From an optimization exercise on the open Yosys and OpenROAD flow, aimed at small area, a short achievable clock period and few clock cycles per item; shortcuts taken in it are not production practice.
Where RTL was checked, it was by simulation tests only, not by an equivalence proof against the original.
Function not checked in runs 1 and 2: the RTL went through the layout flow alone.

[design/flow/config.mk]
export PLATFORM = sky130hd
export DESIGN_NAME = alu_arbiter
export DESIGN_NICKNAME = alu_arbiter
export VERILOG_FILES = /design/flow/design.v
export SDC_FILE = /design/flow/constraint.sdc
export NUM_CORES = 4
export LEC_CHECK = 0
export ABC_CLOCK_PERIOD_IN_PS = 4000
export CAP_MARGIN = 20
export CORE_MARGIN = 2
export CORE_UTILIZATION = 40
export SETUP_SLACK_MARGIN = 4.6
export SLEW_MARGIN = 20
[design/flow/design.v]
module alu_arbiter #(
    parameter int unsigned MUL_LAT = 3
) (
    input  logic        clk_i,
    input  logic        rst_i,
    input  logic        req0_valid_i,
    output logic        req0_ready_o,
    input  logic [2:0]  req0_op_i,
    input  logic [31:0] req0_src1_i,
    input  logic [31:0] req0_src2_i,
    input  logic        req1_valid_i,
    output logic        req1_ready_o,
    input  logic [2:0]  req1_op_i,
    input  logic [31:0] req1_src1_i,
    input  logic [31:0] req1_src2_i,
    output logic        rsp_valid_o,
    input  logic        rsp_ready_i,
    output logic        rsp_id_o,
    output logic [31:0] rsp_result_o,
    output logic        busy_o
);
    localparam logic [2:0] OP_AND = 3'b000;
    localparam logic [2:0] OP_XOR = 3'b001;
    localparam logic [2:0] OP_SLL = 3'b010;
    localparam logic [2:0] OP_SUB = 3'b100;
    localparam logic [2:0] OP_MUL = 3'b101;
    localparam logic [2:0] OP_SRA = 3'b111;
    logic        last_grant_q;    
    logic        ex_valid_q;      
    logic        ex_first_q;      
    logic        ex_bm1_q;        
    logic [2:0]  ex_op_q;
    logic        ex_id_q;
    logic [31:0] ex_a_q;          
    logic [31:0] ex_b_q;          
    logic        rsp_valid_q;
    logic        rsp_id_q;
    logic [31:0] rsp_res_q;
    logic        out_free;        
    logic        ex_adv;          
    logic        ex_last;         
    logic        ex_step;         
    logic        ex_done;
    logic        ex_free;         
    logic        grant;
    logic        accept;
    logic        ld0, ld1, hold;
    assign ex_last  = (ex_op_q != OP_MUL) | (ex_b_q[31:7] == 25'd0) | (ex_b_q[31:7] == {25{1'b1}});
    assign out_free = ~rsp_valid_q | rsp_ready_i;
    assign ex_adv   = ex_valid_q & out_free;
    assign ex_done  = ex_adv & ex_last;
    assign ex_step  = ex_adv & ~ex_last;
    assign ex_free  = ~ex_valid_q | ex_done;
    assign grant  = req1_valid_i & (~req0_valid_i | ~last_grant_q);
    assign accept = (req0_valid_i | req1_valid_i) & ex_free;
    assign req0_ready_o = req0_valid_i & ~grant & ex_free;
    assign req1_ready_o = req1_valid_i &  grant & ex_free;
    assign ld0  = req0_ready_o;
    assign ld1  = req1_ready_o;
    assign hold = ~accept & ~ex_step;
    always_ff @(posedge clk_i or posedge rst_i) begin
        if (rst_i) begin
            last_grant_q <= 1'b1;
            ex_valid_q   <= 1'b0;
            rsp_valid_q  <= 1'b0;
        end else begin
            if (accept) last_grant_q <= grant;
            if (ex_free) ex_valid_q <= accept;
            rsp_valid_q <= ex_done | (rsp_valid_q & ~rsp_ready_i);
        end
    end
    always_ff @(posedge clk_i) begin
        ex_a_q  <= ({32{ld0}} & req0_src1_i) | ({32{ld1}} & req1_src1_i)
                 | ({32{hold}} & ex_a_q) | ({32{ex_step}} & {ex_a_q[23:0], 8'd0});
        ex_b_q  <= ({32{ld0}} & req0_src2_i) | ({32{ld1}} & req1_src2_i)
                 | ({32{hold}} & ex_b_q) | ({32{ex_step}} & {{8{ex_b_q[31]}}, ex_b_q[31:8]});
        ex_op_q <= ({3{ld0}} & req0_op_i) | ({3{ld1}} & req1_op_i) | ({3{~accept}} & ex_op_q);
        ex_id_q <= (ld1) | (~accept & ex_id_q);
        ex_bm1_q   <= (ex_step & ex_b_q[7]) | (hold & ex_bm1_q);
        ex_first_q <= accept | (hold & ex_first_q);
    end
    logic        is_mul;
    logic        is_sub;
    logic        is_add;
    logic        is_and;
    logic        is_xor;
    logic        is_sll;
    logic        is_sra;
    logic        is_arr;          
    logic [8:0]  win;             
    logic [3:0]  b_one, b_two, b_neg;
    logic [3:0]  nb;
    logic [31:0] acc_t;
    logic [31:0] r0, r1, r2, r3;
    logic [31:0] row_a, row_b;
    logic [31:0] t_xor, t_and;
    logic [31:0] sum;
    logic [4:0]  sh;
    logic [31:0] sh_in;
    logic [31:0] sh_l1, sh_l2, sh_l3, sh_l4, sh_out;
    logic        fill;
    logic [31:0] s_sum, s_and, s_xor, s_sll, s_sra, s_hold;
    assign is_mul = (ex_op_q == OP_MUL);
    assign is_sub = (ex_op_q == OP_SUB);
    assign is_add = (ex_op_q == 3'b011) | (ex_op_q == 3'b110) | is_sub;
    assign is_and = (ex_op_q == OP_AND);
    assign is_xor = (ex_op_q == OP_XOR);
    assign is_sll = (ex_op_q == OP_SLL);
    assign is_sra = (ex_op_q == OP_SRA);
    assign is_arr = is_add | is_and | is_xor;
    assign sh     = ex_b_q[4:0];
    assign win = {ex_b_q[7:0], ex_bm1_q & ~ex_first_q};
    always_comb begin
        for (int j = 0; j < 4; j++) begin
            b_one[j] = is_mul & (win[2*j+1] ^ win[2*j]);
            b_two[j] = is_mul & ((win[2*j+2] & ~win[2*j+1] & ~win[2*j]) |
                                 (~win[2*j+2] & win[2*j+1] & win[2*j]));
            b_neg[j] = is_mul & win[2*j+2] & ~(win[2*j+1] & win[2*j]);
        end
        b_one[0] = b_one[0] | is_arr;
    end
    always_comb begin
        for (int i = 0; i < 32; i++) begin
            r0[i] = ((b_one[0] & ex_a_q[i]) | (b_two[0] & (i >= 1 ? ex_a_q[i-1] : 1'b0))) ^ b_neg[0];
            r1[i] = i < 2 ? 1'b0 :
                    ((b_one[1] & ex_a_q[i-2]) | (b_two[1] & (i >= 3 ? ex_a_q[i-3] : 1'b0))) ^ b_neg[1];
            r2[i] = i < 4 ? 1'b0 :
                    ((b_one[2] & ex_a_q[i-4]) | (b_two[2] & (i >= 5 ? ex_a_q[i-5] : 1'b0))) ^ b_neg[2];
            r3[i] = i < 6 ? 1'b0 :
                    ((b_one[3] & ex_a_q[i-6]) | (b_two[3] & (i >= 7 ? ex_a_q[i-7] : 1'b0))) ^ b_neg[3];
        end
    end
    assign nb = {b_neg[3:1], b_neg[0] | is_sub};
    assign acc_t = ({32{is_mul & ~ex_first_q}} & rsp_res_q)
                 | ({32{is_arr}} & (ex_b_q ^ {32{is_sub}}));
    logic t0, t1, t2, t3, t4, t5, t6, t7, t8, t9, t10, t11, t12, t13, t14, t15, t16, t17, t18, t19, t20, t21, t22, t23, t24, t25, t26, t27, t28, t29, t30, t31, t32, t33, t34, t35, t36, t37, t38, t39, t40, t41, t42, t43, t44, t45, t46, t47, t48, t49, t50, t51, t52, t53, t54, t55, t56, t57, t58, t59, t60, t61, t62, t63, t64, t65, t66, t67, t68, t69, t70, t71, t72, t73, t74, t75, t76, t77, t78, t79, t80, t81, t82, t83, t84, t85, t86, t87, t88, t89, t90, t91, t92, t93, t94, t95, t96, t97, t98, t99, t100, t101, t102, t103, t104, t105, t106, t107, t108, t109, t110, t111, t112, t113, t114, t115, t116, t117, t118, t119, t120, t121, t122, t123, t124, t125, t126, t127, t128, t129, t130, t131, t132, t133, t134, t135, t136, t137, t138, t139, t140, t141, t142, t143, t144, t145, t146, t147, t148, t149, t150, t151, t152, t153, t154, t155, t156, t157, t158, t159, t160, t161, t162, t163, t164, t165, t166, t167, t168, t169, t170, t171, t172, t173, t174, t175, t176, t177, t178, t179, t180, t181, t182, t183, t184, t185, t186, t187, t188, t189, t190, t191, t192, t193, t194, t195, t196, t197, t198, t199, t200, t201, t202, t203, t204, t205, t206, t207, t208, t209, t210, t211, t212, t213, t214, t215, t216, t217, t218, t219, t220, t221, t222, t223, t224, t225, t226, t227, t228;
    assign t0 = acc_t[0] ^ nb[0];
    assign t1 = acc_t[0] & nb[0];
    assign t2 = acc_t[1] ^ r0[1];
    assign t3 = acc_t[1] & r0[1];
    assign t4 = acc_t[2] ^ r0[2] ^ r1[2];
    assign t5 = (acc_t[2] & r0[2]) | (acc_t[2] & r1[2]) | (r0[2] & r1[2]);
    assign t6 = nb[1] ^ t3;
    assign t7 = nb[1] & t3;
    assign t8 = acc_t[3] ^ r0[3] ^ r1[3];
    assign t9 = (acc_t[3] & r0[3]) | (acc_t[3] & r1[3]) | (r0[3] & r1[3]);
    assign t10 = t5 ^ t8;
    assign t11 = t5 & t8;
    assign t12 = acc_t[4] ^ r0[4] ^ r1[4];
    assign t13 = (acc_t[4] & r0[4]) | (acc_t[4] & r1[4]) | (r0[4] & r1[4]);
    assign t14 = nb[2] ^ r2[4] ^ t9;
    assign t15 = (nb[2] & r2[4]) | (nb[2] & t9) | (r2[4] & t9);
    assign t16 = t12 ^ t11;
    assign t17 = t12 & t11;
    assign t18 = acc_t[5] ^ r0[5] ^ r1[5];
    assign t19 = (acc_t[5] & r0[5]) | (acc_t[5] & r1[5]) | (r0[5] & r1[5]);
    assign t20 = r2[5] ^ t13 ^ t18;
    assign t21 = (r2[5] & t13) | (r2[5] & t18) | (t13 & t18);
    assign t22 = t15 ^ t20;
    assign t23 = t15 & t20;
    assign t24 = acc_t[6] ^ r0[6] ^ r1[6];
    assign t25 = (acc_t[6] & r0[6]) | (acc_t[6] & r1[6]) | (r0[6] & r1[6]);
    assign t26 = nb[3] ^ r2[6] ^ r3[6];
    assign t27 = (nb[3] & r2[6]) | (nb[3] & r3[6]) | (r2[6] & r3[6]);
    assign t28 = t19 ^ t24 ^ t26;
    assign t29 = (t19 & t24) | (t19 & t26) | (t24 & t26);
    assign t30 = t21 ^ t28;
    assign t31 = t21 & t28;
    assign t32 = acc_t[7] ^ r0[7] ^ r1[7];
    assign t33 = (acc_t[7] & r0[7]) | (acc_t[7] & r1[7]) | (r0[7] & r1[7]);
    assign t34 = r2[7] ^ r3[7] ^ t25;
    assign t35 = (r2[7] & r3[7]) | (r2[7] & t25) | (r3[7] & t25);
    assign t36 = t27 ^ t32 ^ t29;
    assign t37 = (t27 & t32) | (t27 & t29) | (t32 & t29);
    assign t38 = t34 ^ t31;
    assign t39 = t34 & t31;
    assign t40 = acc_t[8] ^ r0[8] ^ r1[8];
    assign t41 = (acc_t[8] & r0[8]) | (acc_t[8] & r1[8]) | (r0[8] & r1[8]);
    assign t42 = r2[8] ^ r3[8] ^ t33;
    assign t43 = (r2[8] & r3[8]) | (r2[8] & t33) | (r3[8] & t33);
    assign t44 = t40 ^ t35 ^ t42;
    assign t45 = (t40 & t35) | (t40 & t42) | (t35 & t42);
    assign t46 = t37 ^ t44;
    assign t47 = t37 & t44;
    assign t48 = acc_t[9] ^ r0[9] ^ r1[9];
    assign t49 = (acc_t[9] & r0[9]) | (acc_t[9] & r1[9]) | (r0[9] & r1[9]);
    assign t50 = r2[9] ^ r3[9] ^ t41;
    assign t51 = (r2[9] & r3[9]) | (r2[9] & t41) | (r3[9] & t41);
    assign t52 = t48 ^ t43 ^ t50;
    assign t53 = (t48 & t43) | (t48 & t50) | (t43 & t50);
    assign t54 = t45 ^ t52;
    assign t55 = t45 & t52;
    assign t56 = acc_t[10] ^ r0[10] ^ r1[10];
    assign t57 = (acc_t[10] & r0[10]) | (acc_t[10] & r1[10]) | (r0[10] & r1[10]);
    assign t58 = r2[10] ^ r3[10] ^ t49;
    assign t59 = (r2[10] & r3[10]) | (r2[10] & t49) | (r3[10] & t49);
    assign t60 = t56 ^ t51 ^ t58;
    assign t61 = (t56 & t51) | (t56 & t58) | (t51 & t58);
    assign t62 = t53 ^ t60;
    assign t63 = t53 & t60;
    assign t64 = acc_t[11] ^ r0[11] ^ r1[11];
    assign t65 = (acc_t[11] & r0[11]) | (acc_t[11] & r1[11]) | (r0[11] & r1[11]);
    assign t66 = r2[11] ^ r3[11] ^ t57;
    assign t67 = (r2[11] & r3[11]) | (r2[11] & t57) | (r3[11] & t57);
    assign t68 = t64 ^ t59 ^ t66;
    assign t69 = (t64 & t59) | (t64 & t66) | (t59 & t66);
    assign t70 = t61 ^ t68;
    assign t71 = t61 & t68;
    assign t72 = acc_t[12] ^ r0[12] ^ r1[12];
    assign t73 = (acc_t[12] & r0[12]) | (acc_t[12] & r1[12]) | (r0[12] & r1[12]);
    assign t74 = r2[12] ^ r3[12] ^ t65;
    assign t75 = (r2[12] & r3[12]) | (r2[12] & t65) | (r3[12] & t65);
    assign t76 = t72 ^ t67 ^ t74;
    assign t77 = (t72 & t67) | (t72 & t74) | (t67 & t74);
    assign t78 = t69 ^ t76;
    assign t79 = t69 & t76;
    assign t80 = acc_t[13] ^ r0[13] ^ r1[13];
    assign t81 = (acc_t[13] & r0[13]) | (acc_t[13] & r1[13]) | (r0[13] & r1[13]);
    assign t82 = r2[13] ^ r3[13] ^ t73;
    assign t83 = (r2[13] & r3[13]) | (r2[13] & t73) | (r3[13] & t73);
    assign t84 = t80 ^ t75 ^ t82;
    assign t85 = (t80 & t75) | (t80 & t82) | (t75 & t82);
    assign t86 = t77 ^ t84;
    assign t87 = t77 & t84;
    assign t88 = acc_t[14] ^ r0[14] ^ r1[14];
    assign t89 = (acc_t[14] & r0[14]) | (acc_t[14] & r1[14]) | (r0[14] & r1[14]);
    assign t90 = r2[14] ^ r3[14] ^ t81;
    assign t91 = (r2[14] & r3[14]) | (r2[14] & t81) | (r3[14] & t81);
    assign t92 = t88 ^ t83 ^ t90;
    assign t93 = (t88 & t83) | (t88 & t90) | (t83 & t90);
    assign t94 = t85 ^ t92;
    assign t95 = t85 & t92;
    assign t96 = acc_t[15] ^ r0[15] ^ r1[15];
    assign t97 = (acc_t[15] & r0[15]) | (acc_t[15] & r1[15]) | (r0[15] & r1[15]);
    assign t98 = r2[15] ^ r3[15] ^ t89;
    assign t99 = (r2[15] & r3[15]) | (r2[15] & t89) | (r3[15] & t89);
    assign t100 = t96 ^ t91 ^ t98;
    assign t101 = (t96 & t91) | (t96 & t98) | (t91 & t98);
    assign t102 = t93 ^ t100;
    assign t103 = t93 & t100;
    assign t104 = acc_t[16] ^ r0[16] ^ r1[16];
    assign t105 = (acc_t[16] & r0[16]) | (acc_t[16] & r1[16]) | (r0[16] & r1[16]);
    assign t106 = r2[16] ^ r3[16] ^ t97;
    assign t107 = (r2[16] & r3[16]) | (r2[16] & t97) | (r3[16] & t97);
    assign t108 = t104 ^ t99 ^ t106;
    assign t109 = (t104 & t99) | (t104 & t106) | (t99 & t106);
    assign t110 = t101 ^ t108;
    assign t111 = t101 & t108;
    assign t112 = acc_t[17] ^ r0[17] ^ r1[17];
    assign t113 = (acc_t[17] & r0[17]) | (acc_t[17] & r1[17]) | (r0[17] & r1[17]);
    assign t114 = r2[17] ^ r3[17] ^ t105;
    assign t115 = (r2[17] & r3[17]) | (r2[17] & t105) | (r3[17] & t105);
    assign t116 = t112 ^ t107 ^ t114;
    assign t117 = (t112 & t107) | (t112 & t114) | (t107 & t114);
    assign t118 = t109 ^ t116;
    assign t119 = t109 & t116;
    assign t120 = acc_t[18] ^ r0[18] ^ r1[18];
    assign t121 = (acc_t[18] & r0[18]) | (acc_t[18] & r1[18]) | (r0[18] & r1[18]);
    assign t122 = r2[18] ^ r3[18] ^ t113;
    assign t123 = (r2[18] & r3[18]) | (r2[18] & t113) | (r3[18] & t113);
    assign t124 = t120 ^ t115 ^ t122;
    assign t125 = (t120 & t115) | (t120 & t122) | (t115 & t122);
    assign t126 = t117 ^ t124;
    assign t127 = t117 & t124;
    assign t128 = acc_t[19] ^ r0[19] ^ r1[19];
    assign t129 = (acc_t[19] & r0[19]) | (acc_t[19] & r1[19]) | (r0[19] & r1[19]);
    assign t130 = r2[19] ^ r3[19] ^ t121;
    assign t131 = (r2[19] & r3[19]) | (r2[19] & t121) | (r3[19] & t121);
    assign t132 = t128 ^ t123 ^ t130;
    assign t133 = (t128 & t123) | (t128 & t130) | (t123 & t130);
    assign t134 = t125 ^ t132;
    assign t135 = t125 & t132;
    assign t136 = acc_t[20] ^ r0[20] ^ r1[20];
    assign t137 = (acc_t[20] & r0[20]) | (acc_t[20] & r1[20]) | (r0[20] & r1[20]);
    assign t138 = r2[20] ^ r3[20] ^ t129;
    assign t139 = (r2[20] & r3[20]) | (r2[20] & t129) | (r3[20] & t129);
    assign t140 = t136 ^ t131 ^ t138;
    assign t141 = (t136 & t131) | (t136 & t138) | (t131 & t138);
    assign t142 = t133 ^ t140;
    assign t143 = t133 & t140;
    assign t144 = acc_t[21] ^ r0[21] ^ r1[21];
    assign t145 = (acc_t[21] & r0[21]) | (acc_t[21] & r1[21]) | (r0[21] & r1[21]);
    assign t146 = r2[21] ^ r3[21] ^ t137;
    assign t147 = (r2[21] & r3[21]) | (r2[21] & t137) | (r3[21] & t137);
    assign t148 = t144 ^ t139 ^ t146;
    assign t149 = (t144 & t139) | (t144 & t146) | (t139 & t146);
    assign t150 = t141 ^ t148;
    assign t151 = t141 & t148;
    assign t152 = acc_t[22] ^ r0[22] ^ r1[22];
    assign t153 = (acc_t[22] & r0[22]) | (acc_t[22] & r1[22]) | (r0[22] & r1[22]);
    assign t154 = r2[22] ^ r3[22] ^ t145;
    assign t155 = (r2[22] & r3[22]) | (r2[22] & t145) | (r3[22] & t145);
    assign t156 = t152 ^ t147 ^ t154;
    assign t157 = (t152 & t147) | (t152 & t154) | (t147 & t154);
    assign t158 = t149 ^ t156;
    assign t159 = t149 & t156;
    assign t160 = acc_t[23] ^ r0[23] ^ r1[23];
    assign t161 = (acc_t[23] & r0[23]) | (acc_t[23] & r1[23]) | (r0[23] & r1[23]);
    assign t162 = r2[23] ^ r3[23] ^ t153;
    assign t163 = (r2[23] & r3[23]) | (r2[23] & t153) | (r3[23] & t153);
    assign t164 = t160 ^ t155 ^ t162;
    assign t165 = (t160 & t155) | (t160 & t162) | (t155 & t162);
    assign t166 = t157 ^ t164;
    assign t167 = t157 & t164;
    assign t168 = acc_t[24] ^ r0[24] ^ r1[24];
    assign t169 = (acc_t[24] & r0[24]) | (acc_t[24] & r1[24]) | (r0[24] & r1[24]);
    assign t170 = r2[24] ^ r3[24] ^ t161;
    assign t171 = (r2[24] & r3[24]) | (r2[24] & t161) | (r3[24] & t161);
    assign t172 = t168 ^ t163 ^ t170;
    assign t173 = (t168 & t163) | (t168 & t170) | (t163 & t170);
    assign t174 = t165 ^ t172;
    assign t175 = t165 & t172;
    assign t176 = acc_t[25] ^ r0[25] ^ r1[25];
    assign t177 = (acc_t[25] & r0[25]) | (acc_t[25] & r1[25]) | (r0[25] & r1[25]);
    assign t178 = r2[25] ^ r3[25] ^ t169;
    assign t179 = (r2[25] & r3[25]) | (r2[25] & t169) | (r3[25] & t169);
    assign t180 = t176 ^ t171 ^ t178;
    assign t181 = (t176 & t171) | (t176 & t178) | (t171 & t178);
    assign t182 = t173 ^ t180;
    assign t183 = t173 & t180;
    assign t184 = acc_t[26] ^ r0[26] ^ r1[26];
    assign t185 = (acc_t[26] & r0[26]) | (acc_t[26] & r1[26]) | (r0[26] & r1[26]);
    assign t186 = r2[26] ^ r3[26] ^ t177;
    assign t187 = (r2[26] & r3[26]) | (r2[26] & t177) | (r3[26] & t177);
    assign t188 = t184 ^ t179 ^ t186;
    assign t189 = (t184 & t179) | (t184 & t186) | (t179 & t186);
    assign t190 = t181 ^ t188;
    assign t191 = t181 & t188;
    assign t192 = acc_t[27] ^ r0[27] ^ r1[27];
    assign t193 = (acc_t[27] & r0[27]) | (acc_t[27] & r1[27]) | (r0[27] & r1[27]);
    assign t194 = r2[27] ^ r3[27] ^ t185;
    assign t195 = (r2[27] & r3[27]) | (r2[27] & t185) | (r3[27] & t185);
    assign t196 = t192 ^ t187 ^ t194;
    assign t197 = (t192 & t187) | (t192 & t194) | (t187 & t194);
    assign t198 = t189 ^ t196;
    assign t199 = t189 & t196;
    assign t200 = acc_t[28] ^ r0[28] ^ r1[28];
    assign t201 = (acc_t[28] & r0[28]) | (acc_t[28] & r1[28]) | (r0[28] & r1[28]);
    assign t202 = r2[28] ^ r3[28] ^ t193;
    assign t203 = (r2[28] & r3[28]) | (r2[28] & t193) | (r3[28] & t193);
    assign t204 = t200 ^ t195 ^ t202;
    assign t205 = (t200 & t195) | (t200 & t202) | (t195 & t202);
    assign t206 = t197 ^ t204;
    assign t207 = t197 & t204;
    assign t208 = acc_t[29] ^ r0[29] ^ r1[29];
    assign t209 = (acc_t[29] & r0[29]) | (acc_t[29] & r1[29]) | (r0[29] & r1[29]);
    assign t210 = r2[29] ^ r3[29] ^ t201;
    assign t211 = (r2[29] & r3[29]) | (r2[29] & t201) | (r3[29] & t201);
    assign t212 = t208 ^ t203 ^ t210;
    assign t213 = (t208 & t203) | (t208 & t210) | (t203 & t210);
    assign t214 = t205 ^ t212;
    assign t215 = t205 & t212;
    assign t216 = acc_t[30] ^ r0[30] ^ r1[30];
    assign t217 = (acc_t[30] & r0[30]) | (acc_t[30] & r1[30]) | (r0[30] & r1[30]);
    assign t218 = r2[30] ^ r3[30] ^ t209;
    assign t219 = (r2[30] & r3[30]) | (r2[30] & t209) | (r3[30] & t209);
    assign t220 = t216 ^ t211 ^ t218;
    assign t221 = (t216 & t211) | (t216 & t218) | (t211 & t218);
    assign t222 = t213 ^ t220;
    assign t223 = t213 & t220;
    assign t224 = acc_t[31] ^ r0[31] ^ r1[31];
    assign t225 = (acc_t[31] & r0[31]) | (acc_t[31] & r1[31]) | (r0[31] & r1[31]);
    assign t226 = r2[31] ^ r3[31] ^ t217;
    assign t227 = t224 ^ t219 ^ t226;
    assign t228 = t221 ^ t227;
    assign row_a = {t223, t215, t207, t199, t191, t183, t175, t167, t159, t151, t143, t135, t127, t119, t111, t103, t95, t87, t79, t71, t63, t55, t47, t39, t36, t23, t17, t14, t7, t4, t1, r0[0]};
    assign row_b = {t228, t222, t214, t206, t198, t190, t182, t174, t166, t158, t150, t142, t134, t126, t118, t110, t102, t94, t86, t78, t70, t62, t54, t46, t38, t30, t22, t16, t10, t6, t2, t0};
    assign t_xor = {t224, t216, t208, t200, t192, t184, t176, t168, t160, t152, t144, t136, t128, t120, t112, t104, t96, t88, t80, t72, t64, t56, t48, t40, t32, t24, t18, t12, t8, t4, t2, ex_a_q[0] ^ ex_b_q[0]};
    assign t_and = {t225, t217, t209, t201, t193, t185, t177, t169, t161, t153, t145, t137, t129, t121, t113, t105, t97, t89, t81, t73, t65, t57, t49, t41, t33, t25, t19, t13, t9, t5, t3, ex_a_q[0] & ex_b_q[0]};
    assign sum = row_a + row_b;
    always_comb begin
        for (int i = 0; i < 32; i++) begin
            sh_in[i] = is_sll ? ex_a_q[31 - i] : ex_a_q[i];
        end
    end
    assign fill   = is_sra & ex_a_q[31];
    assign sh_l1  = sh[0] ? {fill, sh_in[31:1]}           : sh_in;
    assign sh_l2  = sh[1] ? {{2{fill}}, sh_l1[31:2]}      : sh_l1;
    assign sh_l3  = sh[2] ? {{4{fill}}, sh_l2[31:4]}      : sh_l2;
    assign sh_l4  = sh[3] ? {{8{fill}}, sh_l3[31:8]}      : sh_l3;
    assign sh_out = sh[4] ? {{16{fill}}, sh_l4[31:16]}    : sh_l4;
    assign s_sum  = {32{ex_adv & (is_add | is_mul)}};
    assign s_and  = {32{ex_adv & is_and}};
    assign s_xor  = {32{ex_adv & is_xor}};
    assign s_sll  = {32{ex_adv & is_sll}};
    assign s_sra  = {32{ex_adv & is_sra}};
    assign s_hold = {32{~ex_adv}};
    always_ff @(posedge clk_i) begin
        for (int i = 0; i < 32; i++) begin
            rsp_res_q[i] <= (s_sum[i] & sum[i]) | (s_and[i] & t_and[i]) | (s_xor[i] & t_xor[i])
                          | (s_sll[i] & sh_out[31 - i]) | (s_sra[i] & sh_out[i])
                          | (s_hold[i] & rsp_res_q[i]);
        end
        rsp_id_q <= (ex_adv & ex_id_q) | (~ex_adv & rsp_id_q);
    end
    assign rsp_valid_o  = rsp_valid_q;
    assign rsp_id_o     = rsp_id_q;
    assign rsp_result_o = rsp_res_q;
    assign busy_o       = ex_valid_q | rsp_valid_q;
endmodule
[design/flow/constraint.sdc]
create_clock -name core_clock -period 9.0 [get_ports {clk_i}]
set_input_delay 1.8000 -clock core_clock [delete_from_list [all_inputs] [get_ports {clk_i}]]
set_output_delay 1.8000 -clock core_clock [all_outputs]
set_load 0.01 [all_outputs]
[design/flow/run.sh]
#!/bin/bash
# synth_recipe.tcl (not shown) runs the flow's synth.tcl, then flattens the netlist and writes it again
# the make line also repeats each setting of config.mk as NAME=value (left out here)
make -C /OpenROAD-flow-scripts/flow DESIGN_CONFIG=/design/flow/config.mk WORK_HOME=/design/flow/orfs CLKGATE_MAP_FILE= SYNTH_SCRIPT=/design/flow/synth_recipe.tcl finish
==> key figures, run 1 <==
Timing
  – Fmax: approximately 0.19 GHz
  – Final setup violation count: 0
  – RSZ-0062 raised after global routing: true
  – Setup TNS Final: 0 ns
  – Tmin final: 5.328 ns
  – Slew headroom: between 20% and 30%
  – Slew @ Worst Pin: approximately 1.1 ns
  – Period utilization: between 50% and 60%
  – Final hold vios: 0
  – Worst Clk Skew: ~0.022 ns
  – Final Max Slew Viols: 0

Synth
  – Sequential fraction of the synthesis area: roughly 16%
  – Area share of the largest cell type after synthesis: between 10 and 15%
  – Unique masters post-synth: 75
  – Post-synth EDFFs: 1
  – Netlist Area Pre-Place: 13740 um2
  – Post-synthesis sequential element count: between 100 and 150
  – Cell taking the most area after synthesis: dfxtp_1
  – Area contributors post-synth: dfxtp_1, fa_1, a22oi_1
  – Synth Instances: 1562
  – Average size of a mapped cell: approximately 9 um2
  – Synth warn: 1
  – Synth Flop Type: dfxtp_1
  – Asr flop ratio synth: 2.830%
  – Post-synth net total: approximately 1800

Critical path
  – Maximum fanout along the worst path: 8
  – Worst Path Required: between 9 and 10 ns
  – WS Path Type: flop to flop
  – Crit path DAT: 5.65 ns
  – Critical path launch point type: flop
  – Critical Path End Type: flop

Global route
  – Grt met1 use: 45.52%
  – Largest net degree at the start of global routing: 70
  – GR Layer Usage met2: around 53%
  – Gr busiest metal: met2
  – GRT overflow: 0
  – Vias in the first global route: between 10000 and 15000
  – Met3 Usage GRT: roughly 11%
  – First-pass GRT wire length: roughly 96 mm
  – Antenna violations before repair: 1
  – Total Routing Usage GR: a little over a third

Placement
  – Post-Place Cells: 2076
  – Final HPWL DP: around 43 mm
  – Final GP Congestion: a little under 1
  – Input/output buffers: 175

Die
  – Starting Density: 40.77%
  – Die ar.: around 36000 um2
  – Die span in x: approximately 190 um
  – I/O Pins: about 180
  – Die Ht: 189.3 um
  – Core Region: approximately 34000 um2
  – Row count: 67

Route
  – Via density: 6.749
  – Drt wl/cell: 28.83 um
  – Via count: 15057
  – DRC Markers: 0
  – Length of the first detailed-routing pass in iterations: 10
  – Antenna Nets Post-Route: 0
  – Initial DRC count: about 2200
  – WL final: 64.32 mm

Hold path
  – HP Class: flop to flop

Finish
  – Syn-to-layout area delta: 39.73%
  – Nets@finish: 2065
  – Layout cells sized above 1: between 20% and 30%
  – Inserted Diodes: 0
  – Final non-filler cell total: around 2200
  – Fin util: 56.97%

Clock tree
  – # hold bufs at CTS: 0
  – CTS H-tree depth: 3
  – Clock Pin Slew Worst Setup and Hold Paths: approximately 0.10 ns
  – Clock sinks: roughly 110
  – CTS max path bufs: 2
  – CTS tree: done
  – Num CTS Buffers: 9
  – Clk Latency, worst-skew pair: between 0.3 and 0.4 ns
  – Clk root buf: clkbuf_16

Run
  – Max-Cap Viols: 0

Status
  – Status: no timing/DRC/antenna violations
-- stage by stage --
step	hold slack, ns	instance area (um2)	worst slack [ns]
2_1_floorplan	0.4090	14170	3.411
3_3_place_gp	0.4139	16190	2.710
3_5_place_dp	0.4375	16190	2.613
4_1_cts	0.4493	18790	3.712
5_1_grt	0.4884	19200	3.520
6_report	0.4582	19200	3.672
-- synth_stat cells, types with 5 or more instances --
cell	instances
nor2b_1	9
and2_1	9
buf_2	13
o221ai_1	6
nor3_1	11
clkbuf_1	126
o21ai_1	10
dfxtp_1	102
a21o_1	23
mux4_2	46
a22oi_1	150
nor2_1	28
nand2b_1	10
a221o_1	12
nand4_1	10
mux2i_1	46
a21oi_1	46
a222oi_1	78
nand3_1	22
ha_1	67
nor4_1	7
a211oi_1	11
o21a_1	5
a22o_1	5
o211ai_1	17
fa_1	81
nand2_1	182
o22ai_1	18
xor2_1	97
xnor2_1	80
and3_1	9
o21ai_0	39
buf_1	16
a221oi_1	9
a31oi_1	8
inv_1	81
or2_2	5
-- area by class of cell --
type                            instances  area, um2
Timing Repair Buffer                  360       3709
Multi-Input combinational cell       1218      12070
Sequential cell                       106       2178
Timing Repair inverter                  1      8.758
Inverter                               82      331.6
Clock buffer                            9      225.2
Fill cell                            2888      14500
Clock inverter                          7      111.4
Tap cell                              448      560.5
-- kinds of logic (layout without fill, tap and decap cells) --
kind of cell / after synthesis / after routing / synth area share (%)
buffers and inverters: 242 / 459 / 6.894
AOI/OAI and AO/OA: 469 / 470 / 25.87
xor gates and xnor gates: 177 / 177 / 11.28
and+or+nand+nor: 322 / 325 / 10.81
adders and majority gates: 148 / 148 / 17.90
muxes: 98 / 98 / 11.60
DFF: 106 / 106 / 15.64
-- registers in the layout, indices dropped and copies added (netlist names), named ones only --
signal / flops
ex_bm1_q: 1
rsp_valid_q: 1
ex_first_q: 1
ex_op_q: 3
ex_a_q: 32
ex_id_q: 1
ex_b_q: 32
rsp_res_q: 32
last_grant_q: 1
ex_valid_q: 1
-- worst max-delay path: stages, from the launching register on --
cell	delay, ns
dfxtp_4	0.39
nor3b_4	0.28
a21oi_4	0.07
buf_12	0.14
a21o_4	0.22
buf_12	0.15
buf_6	0.12
a22oi_2	0.18
xor2_1	0.25
fa_2	0.28
inv_2	0.05
fa_1	0.45
fa_1	0.56
ha_4	0.22
ha_4	0.28
nand2_4	0.08
a21oi_4	0.04
a221oi_2	0.30
o21ai_4	0.12
a31o_4	0.25
a221o_1	0.35
a2111o_1	0.38
o211ai_1	0.09
-- layer usage --
metal / part of all wire, % / vias to the layer above
li1: - / 6295
met1: 38 / 7322
met2: 42 / 1209
met3: 13 / 229
met4: 6.3 / 2
met5: 0.022 / -
-- cell usage in the layout, fill, tap and decap left out, types with 46 or more instances in the layout --
cell type        Yosys  routed
nand2_1            182     177
clkdlybuf4s50_1      0     171
buf_4                4     130
a22oi_1            150     123
dfxtp_1            102      94
xor2_1              97      85
a222oi_1            78      78
xnor2_1             80      78
inv_1               81      62
fa_1                81      54
mux4_2              46      46
mux2i_1             46      46
-- what timing repair did --
action,CTS,global route
resized for setup,229,62
setup buffers,106,17
cloned,16,0
pin swaps,140,58
setup endpoints to repair,31,29
-- worst paths after layout --
check                                    from                  endpoint  slack [ns]  cells after the start
setup / recovery           ex_op_q[2]$_DFF_P_     rsp_res_q[29]$_DFF_P_        3.67                     22
hold reg to reg               ex_id_q$_DFF_P_                      flop        0.46                      0
min in group asynchronous               rst_i     rsp_valid_q$_DFF_PP0_        1.59                      2
setup reg to reg           ex_op_q[2]$_DFF_P_     rsp_res_q[29]$_DFF_P_        3.67                     22
max in group asynchronous               rst_i  last_grant_q$_DFFE_PP1P_        7.20                      2
hold / removal                ex_id_q$_DFF_P_                      flop        0.46                      0
==> run 2: changes to the inputs <==
--- a/design/flow/config.mk
+++ b/design/flow/config.mk
@@ -6,8 +6,6 @@
 export NUM_CORES = 4
 export LEC_CHECK = 0
-export ABC_CLOCK_PERIOD_IN_PS = 4000
 export CAP_MARGIN = 20
 export CORE_MARGIN = 2
 export CORE_UTILIZATION = 40
-export SETUP_SLACK_MARGIN = 4.6
 export SLEW_MARGIN = 20
==> run 2 against run 1 <==
Compared with the run above:
- still clean on timing, DRC and antenna
- critical path depth unchanged
- clock skew increased by 0.0062 ns
- fmax decreased by 25%
- synthesized cell count unchanged
- count of clock-buffer cells in the layout unchanged
- sequential share of layout area increased by 2.0 points
- highest routed layer is now met4
==> key figures, run 2 <==
Critical path
  – Worst path max stage delay: 0.75 ns (+0.19 ns)
  – R2R depth: 22 (unchanged)
  – CP Capture Point: rsp_res_q[29]$_DFF_P_
  – Top Family by Delay on Critical Path: compound AO/OA/AOI/OAI gates
  – WS Path Type: flop to flop
  – Crit-path cells: buf_4, inv_2, nand2_1, o22ai_1, and2_1, buf_4, a22oi_1, xor2_1, fa_1, inv_1, fa_1, fa_1, ha_1, ha_1, o21ai_0, a21oi_1, a221oi_1, o21ai_1, a31o_2, a221o_1, a2111o_1, o211ai_1
  – Crit path depth: 22 (unchanged)
  – Crit path DAT: 7.43 ns (+1.78 ns)
  – Critical Path End Type: flop
  – Worst Path Required: 9.32 ns (about the same)
  – Critical path launch point type: flop
  – CP Launch Point: ex_b_q[0]$_DFF_P_
  – CP most frequent cell: fa_1
  – CP bufs+invs: 4 (unchanged)
  – Maximum fanout along the worst path: 28 (+20)
  – CP max stage cell: and2_1
  – R2R Path Start: ex_b_q[0]$_DFF_P_
  – Reg2Reg Setup Slack: 1.89 ns (-1.78 ns)
  – FF-to-FF End: rsp_res_q[29]$_DFF_P_

Die
  – Starting Density: 40.77% (unchanged)
  – Row count: 67 (unchanged)
  – Die Ht: 189.3 um (unchanged)
  – I/O Pins: 176 (unchanged)
  – Core Region: 33700 um2 (unchanged)
  – Die ar.: 35850 um2 (unchanged)
  – Die span in x: 189.3 um (unchanged)

Hold path
  – HP Class: flop to flop

Timing
  – Slew headroom: 37.00% (+9.0 points)
  – Tmin final: 7.109 ns (+1.781 ns)
  – Setup TNS Final: 0 ns (unchanged)
  – Final hold vios: 0 (unchanged)
  – Worst Clk Skew: 0.02777 ns (+0.006233 ns)
  – Final Max Slew Viols: 0 (unchanged)
  – Period utilization: 78.99% (+20 points)
  – Slew @ Worst Pin: 0.9436 ns (-0.1362 ns)
  – Final setup violation count: 0 (unchanged)
  – Fmax: 0.1407 GHz (-25%)
  – RSZ-0062 raised after global routing: false

Route
  – Antenna Nets Post-Route: 0 (unchanged)
  – DRC Markers: 0 (unchanged)
  – Via density: 6.581 (-2.5%)
  – Drt wl/cell: 26.87 um (-6.8%)
  – WL final: 56.16 mm (-13%)
  – Initial DRC count: 1979 (-10%)
  – Length of the first detailed-routing pass in iterations: 13 (+3)
  – Via count: 13754 (-8.7%)

Clock tree
  – Clk root buf: clkbuf_16
  – Clk Latency, worst-skew pair: 0.40 ns (about the same)
  – CTS H-tree depth: 3 (unchanged)
  – Clock sinks: 106 (unchanged)
  – Clock Pin Slew Worst Setup and Hold Paths: 0.09 ns (about the same)
  – Setup Fix Bufs, Post-CTS: 0 (-100%)
  – Num CTS Buffers: 9 (unchanged)
  – Cts repair resizes: 0 (-100%)
  – CTS tree: done
  – # hold bufs at CTS: 0 (unchanged)
  – CTS max path bufs: 2 (unchanged)

Global route
  – First-pass GRT wire length: 84.72 mm (-11%)
  – Grt met1 use: 42.65% (-2.9 points)
  – Gr busiest metal: met2
  – Antenna violations before repair: 0 (-1)
  – GR Layer Usage met2: 46.79% (-5.8 points)
  – Largest net degree at the start of global routing: 70 (unchanged)
  – Total Routing Usage GR: 31.30% (-4.0 points)
  – Met3 Usage GRT: 7.303% (-3.4 points)
  – GRT overflow: 0 (unchanged)
  – Vias in the first global route: 13552 (-9.0%)

Synth
  – Netlist Area Pre-Place: 13740 um2 (unchanged)
  – Post-synthesis sequential element count: 106 (unchanged)
  – Synth warn: 1 (unchanged)
  – Post-synth net total: 1849 (unchanged)
  – Average size of a mapped cell: 8.796 um2 (unchanged)
  – Post-synth top cells: nand2_1, a22oi_1, clkbuf_1, dfxtp_1, xor2_1
  – Area contributors post-synth: dfxtp_1, fa_1, a22oi_1
  – Area share of the largest cell type after synthesis: 14.86% (unchanged)
  – Synth Flop Type: dfxtp_1
  – Cell with the most instances after synthesis: nand2_1
  – Sequential fraction of the synthesis area: 15.64% (unchanged)
  – Unique masters post-synth: 75 (unchanged)
  – Cell taking the most area after synthesis: dfxtp_1
  – Synth Instances: 1562 (unchanged)
  – Asr flop ratio synth: 2.830% (unchanged)
  – Post-synth EDFFs: 1 (unchanged)

Finish
  – Biggest regs: ex_a_q: 32 flops, ex_b_q: 32 flops, rsp_res_q: 32 flops
  – Final non-filler cell total: 2090 (-6.3%)
  – Fin util: 47.94% (-9.0 points)
  – Layout cells sized above 1: 8.831% (-19 points)
  – Commonest non-fill, non-tap cell in the layout: nand2_1
  – Inserted Diodes: 0 (unchanged)
  – Nets@finish: 1924 (-6.8%)
  – Most frequent cells in the layout: nand2_1, clkdlybuf4s50_1, a22oi_1, dfxtp_1, xor2_1
  – Syn-to-layout area delta: 17.59%

Placement
  – Final HPWL DP: 41.79 mm (-3.2%)
  – Input/output buffers: 175 (unchanged)
  – Final GP Congestion: 0.9627 (-0.22%)
  – Post-Place Cells: 2074 (-0.096%)

Status
  – Status: no timing/DRC/antenna violations

Run
  – Max-Cap Viols: 0 (unchanged)
==> run 2: cell counts after synthesis <==
Identical to the previous run, type by type.
==> run 2: worst reg2reg max path: stages, from the launching register on <==
cell,delay (ns)
dfxtp_1,0.30
buf_4,0.26
inv_2,0.48
nand2_1,0.14
o22ai_1,0.20
and2_1,0.75
buf_4,0.36
a22oi_1,0.11
xor2_1,0.21
fa_1,0.45
inv_1,0.08
fa_1,0.44
fa_1,0.49
ha_1,0.31
ha_1,0.37
o21ai_0,0.18
a21oi_1,0.11
a221oi_1,0.30
o21ai_1,0.26
a31o_2,0.35
a221o_1,0.39
a2111o_1,0.43
o211ai_1,0.09
==> run 2: worst min path at each step <==
| stage | cells after the start | endpoint | start | slack [ns] |
|---|---|---|---|---|
| 2_1_floorplan | 0 | flop | ex_id_q$_DFF_P_ | 0.41 |
| 3_3_place_gp | 0 | flop | ex_id_q$_DFF_P_ | 0.41 |
| 3_5_place_dp | 0 | flop | ex_id_q$_DFF_P_ | 0.44 |
| 4_1_cts | 0 | flop | ex_id_q$_DFF_P_ | 0.45 |
| 5_1_grt | 0 | flop | ex_id_q$_DFF_P_ | 0.48 |
| 6_report | 0 | flop | ex_id_q$_DFF_P_ | 0.45 |
==> run 2: final cells by class <==
class,instances,area [um2]
Clock buffer,9,225.2
Clock inverter,7,68.82
Fill cell,3230,17540
Inverter,82,307.8
Multi-Input combinational cell,1214,10730
Sequential cell,106,2150
Tap cell,448,560.5
Timing Repair Buffer,224,2120
==> run 2: through the flow <==
step	hold slack (ns)	instance area (um2)	setup slack (ns)
floorplan	0.4090	13740	2.774
global placement	0.4133	15860	2.026
detailed placement	0.4425	15860	1.928
CTS	0.4486	16160	1.898
global route	0.4784	16160	1.387
finish	0.4534	16160	1.891
==> run 2: cells by family (layout without fill, tap and decap cells) <==
| family | Yosys count | after routing | synth area share (%) |
|---|---|---|---|
| AND/OR/NAND/NOR | 322 | 322 | 10.81 |
| flip-flops | 106 | 106 | 15.64 |
| buffers and inverters | 242 | 322 | 6.894 |
| multiplexers | 98 | 98 | 11.60 |
| XOR/XNOR | 177 | 177 | 11.28 |
| adder cells (fa/ha/maj) | 148 | 148 | 17.90 |
| AO/OA/AOI/OAI | 469 | 469 | 25.87 |
==> run 2: metal layers <==
layer | wire length (um) | up-vias
met5 | 0 | -
met4 | 2648 | 0
met3 | 6937 | 136
met2 | 23710 | 996
met1 | 22870 | 6609
li1 | - | 6013
==> run 3: changes to the inputs <==
--- a/design/flow/design.v
+++ b/design/flow/design.v
@@ -20,15 +20,48 @@
     output logic        busy_o
 );
-    localparam logic [2:0] OP_AND = 3'b000;
-    localparam logic [2:0] OP_XOR = 3'b001;
-    localparam logic [2:0] OP_SLL = 3'b010;
-    localparam logic [2:0] OP_SUB = 3'b100;
-    localparam logic [2:0] OP_MUL = 3'b101;
-    localparam logic [2:0] OP_SRA = 3'b111;
+    localparam int D_MUL = 0;    
+    localparam int D_SUB = 1;    
+    localparam int D_ARR = 2;    
+    localparam int D_SUM = 3;    
+    localparam int D_AND = 4;    
+    localparam int D_XOR = 5;    
+    localparam int D_SLL = 6;    
+    localparam int D_SRA = 7;    
+    function automatic logic [7:0] decode(input logic [2:0] op);
+        logic [7:0] d;
+        d[D_MUL] = (op == 3'b101);
+        d[D_SUB] = (op == 3'b100);
+        d[D_ARR] = (op == 3'b000) | (op == 3'b001) | (op == 3'b011) | (op == 3'b100) | (op == 3'b110);
+        d[D_SUM] = (op == 3'b011) | (op == 3'b100) | (op == 3'b101) | (op == 3'b110);
+        d[D_AND] = (op == 3'b000);
+        d[D_XOR] = (op == 3'b001);
+        d[D_SLL] = (op == 3'b010);
+        d[D_SRA] = (op == 3'b111);
+        decode = d;
+    endfunction
+    function automatic logic [11:0] booth(input logic [8:0] w);
+        logic [11:0] b;
+        for (int j = 0; j < 4; j++) begin
+            b[j]     = w[2*j+1] ^ w[2*j];
+            b[4 + j] = (w[2*j+2] & ~w[2*j+1] & ~w[2*j]) | (~w[2*j+2] & w[2*j+1] & w[2*j]);
+            b[8 + j] = w[2*j+2] & ~(w[2*j+1] & w[2*j]);
+        end
+        booth = b;
+    endfunction
+    function automatic logic [11:0] first_digits(input logic [7:0] d, input logic [7:0] b);
+        logic [11:0] r;
+        r = booth({b, 1'b0}) & {12{d[D_MUL]}};
+        r[0] = r[0] | d[D_ARR];
+        first_digits = r;
+    endfunction
+    function automatic logic top_equal(input logic [24:0] x);
+        top_equal = (x == 25'd0) | (x == {25{1'b1}});
+    endfunction
     logic        last_grant_q;    
     logic        ex_valid_q;      
     logic        ex_first_q;      
-    logic        ex_bm1_q;        
-    logic [2:0]  ex_op_q;
+    logic        ex_lastm_q;      
+    logic [7:0]  ex_d_q;          
+    logic [11:0] ex_bd_q;         
     logic        ex_id_q;
     logic [31:0] ex_a_q;          
@@ -46,5 +79,5 @@
     logic        accept;
     logic        ld0, ld1, hold;
-    assign ex_last  = (ex_op_q != OP_MUL) | (ex_b_q[31:7] == 25'd0) | (ex_b_q[31:7] == {25{1'b1}});
+    assign ex_last  = ~ex_d_q[D_MUL] | ex_lastm_q;
     assign out_free = ~rsp_valid_q | rsp_ready_i;
     assign ex_adv   = ex_valid_q & out_free;
@@ -70,4 +103,11 @@
         end
     end
+    logic [7:0]  d0, d1;
+    logic [11:0] f0, f1, bn;
+    assign d0 = decode(req0_op_i);
+    assign d1 = decode(req1_op_i);
+    assign f0 = first_digits(d0, req0_src2_i[7:0]);
+    assign f1 = first_digits(d1, req1_src2_i[7:0]);
+    assign bn = booth(ex_b_q[15:7]);
     always_ff @(posedge clk_i) begin
         ex_a_q  <= ({32{ld0}} & req0_src1_i) | ({32{ld1}} & req1_src1_i)
@@ -75,19 +115,12 @@
         ex_b_q  <= ({32{ld0}} & req0_src2_i) | ({32{ld1}} & req1_src2_i)
                  | ({32{hold}} & ex_b_q) | ({32{ex_step}} & {{8{ex_b_q[31]}}, ex_b_q[31:8]});
-        ex_op_q <= ({3{ld0}} & req0_op_i) | ({3{ld1}} & req1_op_i) | ({3{~accept}} & ex_op_q);
-        ex_id_q <= (ld1) | (~accept & ex_id_q);
-        ex_bm1_q   <= (ex_step & ex_b_q[7]) | (hold & ex_bm1_q);
+        ex_bd_q <= ({12{ld0}} & f0) | ({12{ld1}} & f1)
+                 | ({12{hold}} & ex_bd_q) | ({12{ex_step}} & bn);
+        ex_d_q  <= ({8{ld0}} & d0) | ({8{ld1}} & d1) | ({8{~accept}} & ex_d_q);
+        ex_lastm_q <= (ld0 & top_equal(req0_src2_i[31:7])) | (ld1 & top_equal(req1_src2_i[31:7]))
+                    | (hold & ex_lastm_q) | (ex_step & top_equal({{8{ex_b_q[31]}}, ex_b_q[31:15]}));
+        ex_id_q    <= ld1 | (~accept & ex_id_q);
         ex_first_q <= accept | (hold & ex_first_q);
     end
-    logic        is_mul;
-    logic        is_sub;
-    logic        is_add;
-    logic        is_and;
-    logic        is_xor;
-    logic        is_sll;
-    logic        is_sra;
-    logic        is_arr;          
-    logic [8:0]  win;             
-    logic [3:0]  b_one, b_two, b_neg;
     logic [3:0]  nb;
     logic [31:0] acc_t;
@@ -101,23 +134,9 @@
     logic        fill;
     logic [31:0] s_sum, s_and, s_xor, s_sll, s_sra, s_hold;
-    assign is_mul = (ex_op_q == OP_MUL);
-    assign is_sub = (ex_op_q == OP_SUB);
-    assign is_add = (ex_op_q == 3'b011) | (ex_op_q == 3'b110) | is_sub;
-    assign is_and = (ex_op_q == OP_AND);
-    assign is_xor = (ex_op_q == OP_XOR);
-    assign is_sll = (ex_op_q == OP_SLL);
-    assign is_sra = (ex_op_q == OP_SRA);
-    assign is_arr = is_add | is_and | is_xor;
-    assign sh     = ex_b_q[4:0];
-    assign win = {ex_b_q[7:0], ex_bm1_q & ~ex_first_q};
-    always_comb begin
-        for (int j = 0; j < 4; j++) begin
-            b_one[j] = is_mul & (win[2*j+1] ^ win[2*j]);
-            b_two[j] = is_mul & ((win[2*j+2] & ~win[2*j+1] & ~win[2*j]) |
-                                 (~win[2*j+2] & win[2*j+1] & win[2*j]));
-            b_neg[j] = is_mul & win[2*j+2] & ~(win[2*j+1] & win[2*j]);
-        end
-        b_one[0] = b_one[0] | is_arr;
-    end
+    logic [3:0]  b_one, b_two, b_neg;
+    assign b_one = ex_bd_q[3:0];
+    assign b_two = ex_bd_q[7:4];
+    assign b_neg = ex_bd_q[11:8];
+    assign sh    = ex_b_q[4:0];
     always_comb begin
         for (int i = 0; i < 32; i++) begin
@@ -131,7 +150,7 @@
         end
     end
-    assign nb = {b_neg[3:1], b_neg[0] | is_sub};
-    assign acc_t = ({32{is_mul & ~ex_first_q}} & rsp_res_q)
-                 | ({32{is_arr}} & (ex_b_q ^ {32{is_sub}}));
+    assign nb = {b_neg[3:1], b_neg[0] | ex_d_q[D_SUB]};
+    assign acc_t = ({32{ex_d_q[D_MUL] & ~ex_first_q}} & rsp_res_q)
+                 | ({32{ex_d_q[D_ARR]}} & (ex_b_q ^ {32{ex_d_q[D_SUB]}}));
     logic t0, t1, t2, t3, t4, t5, t6, t7, t8, t9, t10, t11, t12, t13, t14, t15, t16, t17, t18, t19, t20, t21, t22, t23, t24, t25, t26, t27, t28, t29, t30, t31, t32, t33, t34, t35, t36, t37, t38, t39, t40, t41, t42, t43, t44, t45, t46, t47, t48, t49, t50, t51, t52, t53, t54, t55, t56, t57, t58, t59, t60, t61, t62, t63, t64, t65, t66, t67, t68, t69, t70, t71, t72, t73, t74, t75, t76, t77, t78, t79, t80, t81, t82, t83, t84, t85, t86, t87, t88, t89, t90, t91, t92, t93, t94, t95, t96, t97, t98, t99, t100, t101, t102, t103, t104, t105, t106, t107, t108, t109, t110, t111, t112, t113, t114, t115, t116, t117, t118, t119, t120, t121, t122, t123, t124, t125, t126, t127, t128, t129, t130, t131, t132, t133, t134, t135, t136, t137, t138, t139, t140, t141, t142, t143, t144, t145, t146, t147, t148, t149, t150, t151, t152, t153, t154, t155, t156, t157, t158, t159, t160, t161, t162, t163, t164, t165, t166, t167, t168, t169, t170, t171, t172, t173, t174, t175, t176, t177, t178, t179, t180, t181, t182, t183, t184, t185, t186, t187, t188, t189, t190, t191, t192, t193, t194, t195, t196, t197, t198, t199, t200, t201, t202, t203, t204, t205, t206, t207, t208, t209, t210, t211, t212, t213, t214, t215, t216, t217, t218, t219, t220, t221, t222, t223, t224, t225, t226, t227, t228;
     assign t0 = acc_t[0] ^ nb[0];
@@ -371,8 +390,8 @@
     always_comb begin
         for (int i = 0; i < 32; i++) begin
-            sh_in[i] = is_sll ? ex_a_q[31 - i] : ex_a_q[i];
+            sh_in[i] = ex_d_q[D_SLL] ? ex_a_q[31 - i] : ex_a_q[i];
         end
     end
-    assign fill   = is_sra & ex_a_q[31];
+    assign fill   = ex_d_q[D_SRA] & ex_a_q[31];
     assign sh_l1  = sh[0] ? {fill, sh_in[31:1]}           : sh_in;
     assign sh_l2  = sh[1] ? {{2{fill}}, sh_l1[31:2]}      : sh_l1;
@@ -380,9 +399,9 @@
     assign sh_l4  = sh[3] ? {{8{fill}}, sh_l3[31:8]}      : sh_l3;
     assign sh_out = sh[4] ? {{16{fill}}, sh_l4[31:16]}    : sh_l4;
-    assign s_sum  = {32{ex_adv & (is_add | is_mul)}};
-    assign s_and  = {32{ex_adv & is_and}};
-    assign s_xor  = {32{ex_adv & is_xor}};
-    assign s_sll  = {32{ex_adv & is_sll}};
-    assign s_sra  = {32{ex_adv & is_sra}};
+    assign s_sum  = {32{ex_adv & ex_d_q[D_SUM]}};
+    assign s_and  = {32{ex_adv & ex_d_q[D_AND]}};
+    assign s_xor  = {32{ex_adv & ex_d_q[D_XOR]}};
+    assign s_sll  = {32{ex_adv & ex_d_q[D_SLL]}};
+    assign s_sra  = {32{ex_adv & ex_d_q[D_SRA]}};
     assign s_hold = {32{~ex_adv}};
     always_ff @(posedge clk_i) begin
--- a/design/flow/config.mk
+++ b/design/flow/config.mk
@@ -6,6 +6,8 @@
 export NUM_CORES = 4
 export LEC_CHECK = 0
+export ABC_CLOCK_PERIOD_IN_PS = 4000
 export CAP_MARGIN = 20
 export CORE_MARGIN = 2
 export CORE_UTILIZATION = 40
+export SETUP_SLACK_MARGIN = 4.6
 export SLEW_MARGIN = 20
==> run 3 against run 2 <==
Compared with the run above:
- sequential share of layout area is essentially flat
- first-iteration DRC count grew 0.71%
- critical path type unchanged
- critical path depth shrank 1
- utilization grew 3.8 points
- flip-flop and latch count grew 17
- worst setup slack gained 2.2 ns
- register-to-register slack gained 2.2 ns
- area after synthesis grew 9.8%
- non-clock buffer count grew 41
==> key figures, run 3 <==
Synth
  – Average size of a mapped cell: 8.276 um2 (-5.9%)
  – Synth warn: 1 (unchanged)
  – Post-synthesis sequential element count: 123 (+16%)
  – Area contributors post-synth: dfxtp_1, fa_1, a22oi_1
  – Asr flop ratio synth: 2.439% (-0.39 points)
  – Sequential fraction of the synthesis area: 16.50% (+0.87 points)
  – Cell taking the most area after synthesis: dfxtp_1
  – Netlist Area Pre-Place: 15080 um2 (+9.8%)
  – Post-synth EDFFs: 1 (unchanged)
  – Synth Flop Type: dfxtp_1
  – Post-synth top cells: nand2_1, a22oi_1, clkbuf_1, dfxtp_1, nor2_1
  – Unique masters post-synth: 79 (+5.3%)
  – Post-synth net total: 2115 (+14%)
  – Synth Instances: 1822 (+17%)
  – Cell with the most instances after synthesis: nand2_1
  – Area share of the largest cell type after synthesis: 15.80% (+0.94 points)

Route
  – Length of the first detailed-routing pass in iterations: 9 (-4)
  – Metal3 WL: 6.829 mm (-1.6%)
  – Drt wl/cell: 26.45 um (-1.6%)
  – Met1 WL: 26.58 mm (+16%)
  – Met2 routed WL: 28.52 mm (+20%)
  – Top sig layer: met5
  – Via density: 6.400 (-2.8%)
  – Via count: 15718 (+14%)
  – DRC Markers: 0 (unchanged)
  – Antenna Nets Post-Route: 0 (unchanged)
  – WL final: 64.96 mm (+16%)
  – Initial DRC count: 1993 (+0.71%)

Clock tree
  – Num CTS Buffers: 17 (+8)
  – Clock sinks: 123 (+16%)
  – CTS H-tree depth: 4 (+1)
  – CTS tree: done
  – # hold bufs at CTS: 0 (unchanged)
  – CTS max path bufs: 2 (unchanged)
  – Clk Latency, worst-skew pair: 0.45 ns (+0.05 ns)
  – Clock Pin Slew Worst Setup and Hold Paths: 0.07 ns (-0.02 ns)
  – Clk root buf: clkbuf_16

Placement
  – Post-Place Cells: 2365 (+14%)
  – Final HPWL DP: 46.35 mm (+11%)
  – Input/output buffers: 175 (unchanged)
  – Final GP Congestion: 0.9626 (about the same)

Die
  – Row count: 71 (+6.0%)
  – Die ar.: 39270 um2 (+9.5%)
  – Starting Density: 40.32% (-0.45 points)
  – Core Region: 37400 um2 (+11%)
  – I/O Pins: 176 (unchanged)
  – Die span in x: 198.2 um (+4.7%)
  – Die Ht: 198.2 um (+4.7%)

Global route
  – Largest net degree at the start of global routing: 73 (+4.3%)
  – Antenna violations before repair: 1 (+1)
  – First-pass GRT wire length: 97.79 mm (+15%)
  – Total Routing Usage GR: 33.15% (+1.9 points)
  – GRT overflow: 0 (unchanged)
  – Vias in the first global route: 15438 (+14%)

Finish
  – Inserted Diodes: 0 (unchanged)
  – Area occupied by multi-input gates: 12440 um2 (+16%)
  – Layout cells sized above 1: 18.71% (+9.9 points)
  – Commonest non-fill, non-tap cell in the layout: nand2_1
  – Sequential Area: 2571 um2 (+20%)
  – Biggest regs: ex_a_q: 32 flops, ex_b_q: 32 flops, rsp_res_q: 32 flops
  – Final non-filler cell total: 2456 (+18%)
  – # fillers: 3389 (+4.9%)
  – Nets@finish: 2225 (+16%)
  – Most frequent cells in the layout: nand2_1, clkdlybuf4s50_1, a22oi_1, nor2_1, xor2_1
  – Syn-to-layout area delta: 28.39%

Timing
  – Tmin final: 4.885 ns (-2.224 ns)
  – Final setup violation count: 0 (unchanged)
  – Slew headroom: 36.25% (-0.75 points)
  – Setup TNS Final: 0 ns (unchanged)
  – RSZ-0062 raised after global routing: true
  – Fmax: 0.2047 GHz (+46%)
  – Final Max Slew Viols: 0 (unchanged)
  – Final hold vios: 0 (unchanged)
  – Worst Clk Skew: 0.01770 ns (-0.01007 ns)
  – Period utilization: 54.28% (-25 points)
  – Slew @ Worst Pin: 0.9562 ns (+0.01254 ns)

Status
  – Status: no timing/DRC/antenna violations

Critical path
  – Critical path launch point type: flop
  – Crit path DAT: 5.20 ns (-2.23 ns)
  – Crit-path cells: buf_12, a22oi_2, xor2_2, fa_2, inv_2, fa_1, fa_1, ha_4, ha_4, a21o_1, a21o_1, a2111o_1, nor2_4, o41ai_4, buf_4, buf_6, a21oi_4, buf_6, nor3_1, a31oi_1, o21ai_1
  – WS Path Type: flop to flop
  – CP max stage cell: fa_1
  – Worst Path Required: 9.32 ns (about the same)
  – Maximum fanout along the worst path: 7 (-75%)
  – CP bufs+invs: 5 (+1)
  – Worst path max stage delay: 0.49 ns (-0.26 ns)
  – Top Family by Delay on Critical Path: adder cells
  – Critical Path End Type: flop

Hold path
  – HP Class: flop to flop

Run
  – Max-Cap Viols: 0 (unchanged)
## run 3: cell types whose count changed in the layout (fill, tap and decap cells not counted), sizes merged, moves of 17 or more
cell | previous run | this run
nand3 | 22 | 48
o21ai | 49 | 79
buf | 49 | 86
dfxtp | 102 | 119
a21oi | 46 | 72
nor2 | 28 | 105
mux2 | 4 | 27
nand4 | 10 | 29
a222oi | 78 | 57
nand2 | 182 | 224
mux4 | 48 | 29
## run 3: per-stage QoR
| stage | setup slack, ns | hold WS, ns | utilization, % | instance area (um2) |
|---|---|---|---|---|
| after floorplan | 4.582 | 0.4090 | - | 15390 |
| after global placement | 2.615 | 0.4230 | 45.88 | 17160 |
| after detailed placement | 2.601 | 0.4347 | 45.88 | 17160 |
| after CTS | 4.179 | 0.4411 | 50.94 | 19050 |
| after global routing | 3.976 | 0.4680 | 51.76 | 19360 |
| final | 4.115 | 0.4391 | 51.76 | 19360 |
## run 3: kinds of logic after synthesis
kind of cell    share of synthesized area [%]
buf+inv                                 7.069
flops                                   16.50
compound gates                          25.92
xor+xnor                                10.28
fa+ha+maj                               16.81
simple gates                            14.36
mux                                     9.052
## run 3: layer usage
| layer | global-route usage (%) | vias up |
|---|---|---|
| met5 | 0 | - |
| met4 | 15.12 | 2 |
| met3 | 8.261 | 151 |
| met2 | 50.79 | 999 |
| met1 | 43.89 | 7613 |
| li1 | - | 6953 |
## run 3: layout make-up
class	count	area share [%]
clock inverter	15	0.6463
inverter	86	1.732
sequential	123	13.28
clock buffer	17	2.197
timing repair inverter	2	0.09048
multi-input combinational	1437	64.27
tap	511	3.303
timing repair buffer	265	14.48
## run 3: timing repair
action,in CTS,in global routing
pin swaps,65,33
setup buffers,40,10
gates cloned,8,1
gates resized for setup,183,40
setup endpoints to repair,38,24
## run 3: worst paths after layout
path,endpoint,cells after the start,slack (ns),startpoint
max,rsp_res_q[27]$_DFF_P_,21,4.11,ex_bd_q[1]$_DFF_P_
min,flop,0,0.44,ex_id_q$_DFF_P_
max reg2reg,rsp_res_q[27]$_DFF_P_,21,4.11,ex_bd_q[1]$_DFF_P_
min reg2reg,flop,0,0.44,ex_id_q$_DFF_P_
max in group asynchronous,last_grant_q$_DFFE_PP1P_,2,7.27,rst_i
min in group asynchronous,rsp_valid_q$_DFF_PP0_,2,1.51,rst_i
## run 3: worst register-to-register path, cell delays in order (launching register included)
cell and delay, ns:
dfxtp_4 0.38, buf_12 0.15, a22oi_2 0.23, xor2_2 0.12
fa_2 0.41, inv_2 0.08, fa_1 0.43, fa_1 0.49
ha_4 0.30, ha_4 0.20, a21o_1 0.18, a21o_1 0.19
a2111o_1 0.44, nor2_4 0.22, o41ai_4 0.09, buf_4 0.16
buf_6 0.12, a21oi_4 0.15, buf_6 0.14, nor3_1 0.05
a31oi_1 0.16, o21ai_1 0.09
Testbench counts of run 3, summed over its fixed seeds: cycles 3,103, items 2,400.
==> run 4: changes to the inputs <==
--- a/design/flow/config.mk
+++ b/design/flow/config.mk
@@ -10,4 +10,4 @@
 export CORE_MARGIN = 2
 export CORE_UTILIZATION = 40
-export SETUP_SLACK_MARGIN = 4.6
+export SETUP_SLACK_MARGIN = 5
 export SLEW_MARGIN = 20
==> run 4 against run 3 <==
Compared with the run above:
- area after synthesis did not move
- still clean on timing, DRC and antenna
- flip-flop and latch count unchanged
- sequential share of layout area shrank 0.097 points
- clock skew decreased by 0.0063 ns
- worst setup slack improved by 0.030 ns
- die area is the same
- wire length grew 0.72%
- global-route usage fell by 0.089 points
==> key figures, run 4 <==
Critical path
  – CP Capture Point: rsp_res_q[23]$_DFF_P_
  – R2R depth: 21 (unchanged)
  – Worst Path Required: 9.32 ns (about the same)
  – R2R Path Start: ex_bd_q[1]$_DFF_P_
  – Maximum fanout along the worst path: 7 (unchanged)

Route
  – Initial DRC count: 2222 (+11%)
  – WL final: 65.43 mm (+0.72%)
  – Via density: 6.457 (+0.89%)
  – Via count: 15942 (+1.4%)
  – Antenna Nets Post-Route: 0 (unchanged)

Finish
  – # fillers: 3439 (+1.5%)
  – Syn-to-layout area delta: 29.70%
  – Layout cells sized above 1: 20.33% (+1.6 points)

Clock tree
  – CTS H-tree depth: 4 (unchanged)

Synth
  – Netlist Area Pre-Place: 15080 um2 (unchanged)
  – Area contributors post-synth: dfxtp_1, fa_1, a22oi_1
  – Post-synth top cells: nand2_1, a22oi_1, clkbuf_1, dfxtp_1, nor2_1
  – Compound-cell area share of the yosys netlist: 25.92% (unchanged)
  – Synth warn: 1 (unchanged)

Hold path
  – HP Class: flop to flop

Status
  – Status: no timing/DRC/antenna violations
run 4: cell counts after synthesis:
Identical to the previous run, type by type.
run 4: metrics by stage:
step | hold slack [ns] | setup WS (ns) | utilization, % | cells
final | 0.4395 | 4.144 | 52.30 | 2469
after CTS | 0.4418 | 4.204 | 51.12 | 2450
after global routing | 0.4578 | 4.030 | 52.30 | 2469
after detailed placement | 0.4347 | 2.589 | 46.16 | 2361
after global placement | 0.4249 | 2.608 | 46.16 | 2361
after floorplan | 0.4090 | 4.583 | - | 1822
run 4: worst min path at each step:
stage | from | to | slack, ns
6_report | ex_id_q$_DFF_P_ | flop | 0.44
5_1_grt | ex_id_q$_DFF_P_ | flop | 0.46
4_1_cts | ex_id_q$_DFF_P_ | flop | 0.44
3_5_place_dp | ex_id_q$_DFF_P_ | flop | 0.43
3_3_place_gp | ex_id_q$_DFF_P_ | flop | 0.42
2_1_floorplan | ex_id_q$_DFF_P_ | flop | 0.41
run 4: final cells by class:
class / instances / area [um2] / area share (%)
repair inverters: 2 / 17.52 / 0.08956
well taps: 511 / 639.4 / 3.269
flip-flops and latches: 123 / 2579 / 13.18
clock inverters: 15 / 140.1 / 0.7165
inverters: 86 / 335.3 / 1.714
repair buffers: 278 / 2877 / 14.71
multi-input cells: 1437 / 12550 / 64.14
clock buffers: 17 / 425.4 / 2.175
run 4: per-layer routing:
metal  wire (um)  part of all wire [%]  global-route usage, %  vias up
li1            -                     -                      -     6985
met1       26810                    41                  44.82     7789
met2       29300                    45                  52.07     1013
met3        6597                    10                  6.268      153
met4        2713                   4.1                  12.53        2
met5          11                 0.017                      0        -
run 4: kinds of logic (layout without fill, tap and decap cells):
| logic type | after synthesis | count (layout) |
|---|---|---|
| flip-flops | 123 | 123 |
| adder cells (fa/ha/maj) | 154 | 154 |
| buffers and inverters | 262 | 398 |
| multiplexers | 91 | 91 |
| XOR/XNOR | 177 | 177 |
| AND/OR/NAND/NOR | 486 | 486 |
| AO/OA/AOI/OAI | 529 | 529 |
run 4: repair_timing:
item                                   CTS  global route
setup endpoints to repair              111            93
pin swaps                               51            57
endpoints found under the hold margin    0             0
gates resized for setup                172            57
cloned                                   7             0
buffers inserted                        50            19
run 4: critical path: stages, from the launching register on:
cell and delay [ns]:
dfxtp_4 0.37, buf_12 0.15, buf_8 0.14, a22oi_2 0.20, xor2_2 0.20, fa_2 0.26, inv_2 0.05, fa_2 0.35
fa_1 0.50, ha_4 0.30, ha_4 0.20, a21o_1 0.18, a21o_1 0.17, a2111o_1 0.42, nor2_4 0.23, o41ai_4 0.08
buf_6 0.13, buf_6 0.11, a21oi_4 0.21, xnor2_1 0.14, nor2_1 0.06, a211o_1 0.27

==> separate check: timing with driven ports <==
No port has a modelled driver above. Below, the same layouts with a new extraction and two added sets of constraints. Step 1: set_driving_cell puts a clkbuf_16 on clk_i and a buf_2 on each other input, an assumption about the parent block. Step 2, shift: input delay + t, output delay - t, t = (earliest + latest rising clock arrival at the registers) / 2. This alone moves slack from input paths to output paths. a / b / c = ideal ports / drivers / drivers and shift; a / b = the first two.
run | shift t [ns] | slack for setup (ns) | worst setup path after step 2
run 1 | 0.431 | 3.672 / 3.672 / 3.672 | register to register
run 2 | 0.439 | 1.891 / 1.891 / 1.891 | register to register
run 3 | 0.495 | 4.115 / 4.115 / 4.115 | register to register
run 4 | 0.483 | 4.144 / 4.144 / 4.144 | register to register
After both steps setup and hold are still met in every run listed.
